This design comes from an exercise in tuning for small area, a short achievable clock period and few clock cycles on the open sky130 flow, not from production work.
At most, simulation tests tie the RTL to the original design; equivalence was not proved.
The clock port is modelled as an ideal driver; clocking choices that lean on that would not hold on a real chip.
Power and IR drop assume default switching activity.

Design mul_accel_top, start of the top module:
module mul_accel_top #(
  parameter int unsigned StreamerCsrNum = 6
) (
  input  logic  clk_i,
  input  logic  rst_n_i,
  input  mul_accel_pkg::addr_t csr_req_addr_i,
  input  mul_accel_pkg::word_t csr_req_data_i,
  input  logic  csr_req_write_i,
  input  logic  csr_req_valid_i,
  output logic  csr_req_ready_o,
  output mul_accel_pkg::word_t csr_rsp_data_o,
  output logic  csr_rsp_valid_o,
  input  logic  csr_rsp_ready_i,
  output mul_accel_pkg::addr_t tcdm_addr_o,
  output mul_accel_pkg::word_t tcdm_wdata_o,
  output logic  tcdm_write_o,
  output logic  tcdm_req_o,
  input  logic  tcdm_gnt_i,
  input  mul_accel_pkg::word_t tcdm_rdata_i,
  input  logic  tcdm_rvalid_i
);
Size: about 2200 cells after synthesis, about 350 flip-flops, about 200 I/O pins, roughly 0.023 mm² of cells after synthesis.
==> flow/config.mk <==
export PLATFORM = sky130hd
export DESIGN_NAME = mul_accel_top
export DESIGN_NICKNAME = mul_accel_top
export VERILOG_FILES = /design/flow/design.v
export SDC_FILE = /design/flow/constraint.sdc
export NUM_CORES = 4
export LEC_CHECK = 0
export CAP_MARGIN = 20
export CORE_MARGIN = 8
export CORE_UTILIZATION = 60
export CTS_BUF_LIST = sky130_fd_sc_hd__clkbuf_16
export CTS_CLUSTER_DIAMETER = 100
export CTS_CLUSTER_SIZE = 20
export PLACE_DENSITY = 0.75
export SETUP_SLACK_MARGIN = 3.8
export SLEW_MARGIN = 20
==> flow/constraint.sdc <==
create_clock -name core_clock -period 8.0 [get_ports {clk_i}]
set_input_delay 1.6000 -clock core_clock [delete_from_list [all_inputs] [get_ports {clk_i}]]
set_output_delay 1.6000 -clock core_clock [all_outputs]
set_load 0.01 [all_outputs]
standard.sh (not shown) runs the stock make flow with config.mk's settings and CLKGATE_MAP_FILE= SYNTH_SCRIPT=/design/flow/synth_recipe.tcl, a recipe that flattens the netlist after the stock synthesis.
==> flow/flow/run.sh <==
#!/bin/bash
set -euo pipefail
ARGS="BUFFER_PORTS_ARGS=-buffer_cell sky130_fd_sc_hd__buf_1"
R=orfs/results/sky130hd/mul_accel_top/base
bash standard.sh "$ARGS" cts > flow_make_cts.log 2>&1
SKEW_DB=$R/4_cts.odb SKEW_SDC=$R/4_cts.sdc SKEW_OUT=$R/4_cts.odb \
  SKEW_DLY=sky130_fd_sc_hd__clkdlybuf4s18_1 SKEW_DRV=sky130_fd_sc_hd__clkbuf_16 \
  openroad -no_init -exit flow/skew.tcl > skew.log 2>&1
bash standard.sh "$ARGS" finish > flow_make_finish.log 2>&1
Other scripts of this flow, unchanged in this note and not shown: flow/flow/skew.tcl
Testbench counts at the start, summed over its fixed seeds: cycles 11,462.
Then changed:
--- a/flow/design.v
+++ b/flow/design.v
@@ -8,18 +8,45 @@
   localparam addr_t CsrCommit = 32'd1;
   localparam addr_t CsrCount  = 32'd2;
   localparam addr_t CsrBaseA  = 32'd0;
   localparam addr_t CsrBaseB  = 32'd1;
   localparam addr_t CsrBaseC  = 32'd2;
   localparam addr_t CsrLength = 32'd3;
   localparam addr_t CsrStart  = 32'd4;
   localparam addr_t CsrStatus = 32'd5;
 endpackage
+module add32_bk (
+  input  logic [31:0] a,
+  input  logic [31:0] b,
+  output logic [31:0] s
+);
+  logic [31:0] g, p;
+  always_comb begin
+    logic [31:0] gg, pp;
+    gg = a & b;
+    pp = a ^ b;
+    for (int l = 0; l < 5; l++)
+      for (int i = 0; i < 32; i++)
+        if ((i % (2 << l)) == (2 << l) - 1) begin
+          gg[i] = gg[i] | (pp[i] & gg[i - (1 << l)]);
+          pp[i] = pp[i] & pp[i - (1 << l)];
+        end
+    for (int l = 3; l >= 0; l--)
+      for (int i = 0; i < 32; i++)
+        if (i >= 3 * (1 << l) - 1 && ((i - (3 * (1 << l) - 1)) % (2 << l)) == 0) begin
+          gg[i] = gg[i] | (pp[i] & gg[i - (1 << l)]);
+          pp[i] = pp[i] & pp[i - (1 << l)];
+        end
+    g = gg;
+    p = a ^ b;
+  end
+  assign s = p ^ {g[30:0], 1'b0};
+endmodule
 module mul_step (
   input  logic [15:0] a,
   input  logic [17:0] t,
   input  logic [2:0]  sel1,
   input  logic [2:0]  sel2,
   input  logic [2:0]  sel3,
   input  logic [2:0]  sel4,
   input  logic [1:0]  neg,
   input  logic [15:0] addend,
@@ -286,37 +313,28 @@
     end
   end
   logic gnt_a, gnt_b, gnt_c, adv_c, done;
   assign gnt_a = st_a_q & tcdm_gnt_i;
   assign gnt_b = st_b_q & tcdm_gnt_i;
   assign gnt_c = req_c & tcdm_gnt_i;
   assign adv_c = st_c_q & (first_q | gnt_c);
   assign done  = st_t_q & gnt_c;
   logic        req_c;
-  logic        cy_q, hip_q;
-  logic [16:0] cnt_lo;
-  logic [15:0] cnt_hi;
-  assign req_c  = (st_c_q | st_t_q) & cv_q;
-  assign cnt_lo = {1'b0, count_q[15:0]} + {1'b0, len_q[15:0]};
-  assign cnt_hi = count_q[31:16] + len_q[31:16] + {15'd0, cy_q};
+  logic [31:0] count_sum;
+  assign req_c = (st_c_q | st_t_q) & cv_q;
+  add32_bk i_count_add (
+    .a ( count_q   ),
+    .b ( len_q     ),
+    .s ( count_sum )
+  );
   always_ff @(posedge clk_i or negedge rst_n_i) begin
-    if (!rst_n_i) begin
-      count_q <= '0;
-      cy_q    <= 1'b0;
-      hip_q   <= 1'b0;
-    end else begin
-      hip_q <= start;
-      if (start) begin
-        count_q[15:0] <= cnt_lo[15:0];
-        cy_q          <= cnt_lo[16];
-      end
-      if (hip_q) count_q[31:16] <= cnt_hi;
-    end
+    if (!rst_n_i) count_q <= '0;
+    else if (start) count_q <= count_sum;
   end
   function automatic logic sum_eq(input logic [31:0] x, input logic [31:0] y, input logic [31:0] k);
     logic ok;
     logic c;
     ok = 1'b1;
     c  = 1'b0;
     for (int i = 0; i < 32; i++) begin
       ok = ok & ((x[i] ^ y[i] ^ k[i]) == c);
       c  = (x[i] & y[i]) | ((x[i] ^ y[i]) & ~k[i]);
After rerunning:
- The new run completed with no timing, DRC or antenna violations
- total power hardly moves
- combinational power came out higher by a few percent
- worst setup slack loses 0.0065 ns
- flip-flop and latch count decreases by 2
- wire length is higher by a few percent
- clock power is about the same
- cell area is about the same
- first-iteration DRC count is higher by about a fifth
- non-clock buffer count came out higher by 8
- via count increases slightly
- global-route usage came out higher by 0.86 points
- fmax hardly moves
- sequential share of layout area is lower by 0.26 points
For the second run of this note, only the layout was checked, not whether the RTL still works.

========
Setup of main:
Another version of the RTL of mul_accel_top (not shown whole).
Size: about 2100 cells after synthesis, ~350 flip-flops, ~22000 sq um of cells after synthesis.
==> flow/config.mk <==
export PLATFORM = sky130hd
export DESIGN_NAME = mul_accel_top
export DESIGN_NICKNAME = mul_accel_top
export VERILOG_FILES = /design/flow/design.v
export SDC_FILE = /design/flow/constraint.sdc
export NUM_CORES = 4
export LEC_CHECK = 0
export CAP_MARGIN = 20
export CORE_MARGIN = 8
export CORE_UTILIZATION = 60
export CTS_BUF_LIST = sky130_fd_sc_hd__clkbuf_16
export CTS_CLUSTER_DIAMETER = 100
export CTS_CLUSTER_SIZE = 20
export PLACE_DENSITY = 0.75
export SETUP_SLACK_MARGIN = 4
export SLEW_MARGIN = 20
==> flow/constraint.sdc <==
create_clock -name core_clock -period 8.0 [get_ports {clk_i}]
set_input_delay 1.6000 -clock core_clock [delete_from_list [all_inputs] [get_ports {clk_i}]]
set_output_delay 1.6000 -clock core_clock [all_outputs]
set_load 0.01 [all_outputs]
Scripts as last shown in full above: flow/flow/run.sh
Other scripts of this flow, unchanged in this note and not shown: flow/flow/skew.tcl
main: no failed stages, no open violations at the end
Testbench counts of main, summed over its fixed seeds: cycles 11,462.
#### Input delta (the feature branch over main)
diff --git a/flow/design.v b/flow/design.v
--- a/flow/design.v
+++ b/flow/design.v
@@ -227,19 +227,18 @@
   input  logic  tcdm_gnt_i,
   input  mul_accel_pkg::word_t tcdm_rdata_i,
   input  logic  tcdm_rvalid_i
 );
   logic [31:0] base_a_q, base_b_q, base_c_q, len_q, count_q;
   logic [3:0]  shift_q;
   logic [3:0]  shl_q, shh_q;
   logic        rsp_valid_q;
   logic [6:0]  rsel_q;
-  logic        va_q, vb_q, vc_q, vl_q;
   logic        st_a_q, st_b_q, st_c_q, st_t_q;
   logic        first_q, last_q;
   logic [31:0] idx_q;
   logic [31:0] addr_q;
   logic        ga_q, ga2_q, gb_q, s1_q, s2_q, cv_q;
   logic [15:0] a_q;
   logic [31:0] c_q;
   logic busy;
   assign busy = st_a_q | st_b_q | st_c_q | st_t_q;
@@ -269,18 +268,19 @@
     if (!rst_n_i) rsel_q <= '0;
     else if (req_fire) rsel_q <= rsel_d;
   end
   assign csr_rsp_data_o = ({32{rsel_q[0]}} & base_a_q) | ({32{rsel_q[1]}} & base_b_q) |
                           ({32{rsel_q[2]}} & base_c_q) | ({32{rsel_q[3]}} & len_q) |
                           ({32{rsel_q[4]}} & count_q) | ({32{rsel_q[5]}} & {28'd0, shift_q}) |
                           {31'd0, rsel_q[6]};
   assign csr_req_ready_o = ~rsp_valid_q;
   assign csr_rsp_valid_o = rsp_valid_q;
+  logic        va_q, vb_q, vc_q, vl_q;
   logic [31:0] wdata_z;
   logic        wr_ok, wr_a, wr_b, wr_c, wr_l;
   assign wr_ok   = wr & hi_zero & ~busy;
   assign wr_a    = wr_ok & (a4 == 4'd0);
   assign wr_b    = wr_ok & (a4 == 4'd1);
   assign wr_c    = wr_ok & (a4 == 4'd2);
   assign wr_l    = wr_ok & (a4 == 4'd3);
   assign wdata_z = csr_req_data_i & {32{wr}};
   always_ff @(posedge clk_i) begin
@@ -311,24 +311,25 @@
       if (wr && hi_zero && !busy) begin
         if (a4 == 4'd7) begin
           shl_q <= 4'b0001 << shift_q[1:0];
           shh_q <= 4'b0001 << shift_q[3:2];
         end
       end
       if (wr && hi_zero && a4 == 4'd6) shift_q <= csr_req_data_i[3:0];
     end
   end
-  logic gnt_a, gnt_b, gnt_c, adv_c, done, req_c;
+  logic gnt_a, gnt_b, gnt_c, adv_c, done;
   assign gnt_a = st_a_q & tcdm_gnt_i;
   assign gnt_b = st_b_q & tcdm_gnt_i;
   assign gnt_c = req_c & tcdm_gnt_i;
   assign adv_c = st_c_q & (first_q | gnt_c);
   assign done  = st_t_q & gnt_c;
+  logic        req_c;
   logic        cy_q, hip_q;
   logic [16:0] cnt_lo;
   logic [15:0] cnt_hi;
   logic        cnt_hi_co;
   assign req_c  = (st_c_q | st_t_q) & cv_q;
   add16_bk i_cnt_lo (.a(count_q[15:0]),  .b(len_q[15:0]),  .ci(1'b0), .s(cnt_lo[15:0]), .co(cnt_lo[16]));
   add16_bk i_cnt_hi (.a(count_q[31:16]), .b(len_q[31:16]), .ci(cy_q), .s(cnt_hi),       .co(cnt_hi_co));
   always_ff @(posedge clk_i or negedge rst_n_i) begin
     if (!rst_n_i) begin
### Flow results
Diff the feature branch..main | met3 wirelength from detailed routing | negligible
On data required time of the worst path, main tracks the feature branch almost exactly.
Diff main..the feature branch | netlist area before placement | unchanged
main -> the feature branch: half-perimeter wire length after detailed placement delta 0, exact match
Comparing the feature branch with main, the number of failing setup endpoints in the final timing report came out essentially unchanged.
Testbench counts of the feature branch, summed over its fixed seeds: cycles 11,462.

-- re-timing with driven ports --
No port has a modelled driver above. Below, the same layouts with a new extraction and two added sets of constraints. Step 1 assumes that a clkbuf_16 drives the clock port and a buf_2 every other input. Step 2, shift: input delay + t, output delay - t, t = (earliest + latest rising clock arrival at the registers) / 2. This alone moves slack from input paths to output paths. Slacks: ideal / step 1 / step 2; pairs: ideal / step 1.
run	t (ns)	setup slack, ns	clock arrival spread, ns
the first run of note 1	0.753	3.973 / 3.942 / 3.513	0.430 / 0.430
the second run of note 1	0.756	3.966 / 3.966 / 3.350	0.416 / 0.416
main	0.780	4.077 / 4.022 / 3.573	0.398 / 0.398
the feature branch	0.780	4.077 / 4.022 / 3.573	0.398 / 0.398
Clock arrivals are far apart in every run listed, so t is only a midpoint there and step 2 fits no single register. The setup slack of the second run of note 1, which loses most, moves by 0.000 ns with the drivers and by -0.616 ns with both steps.
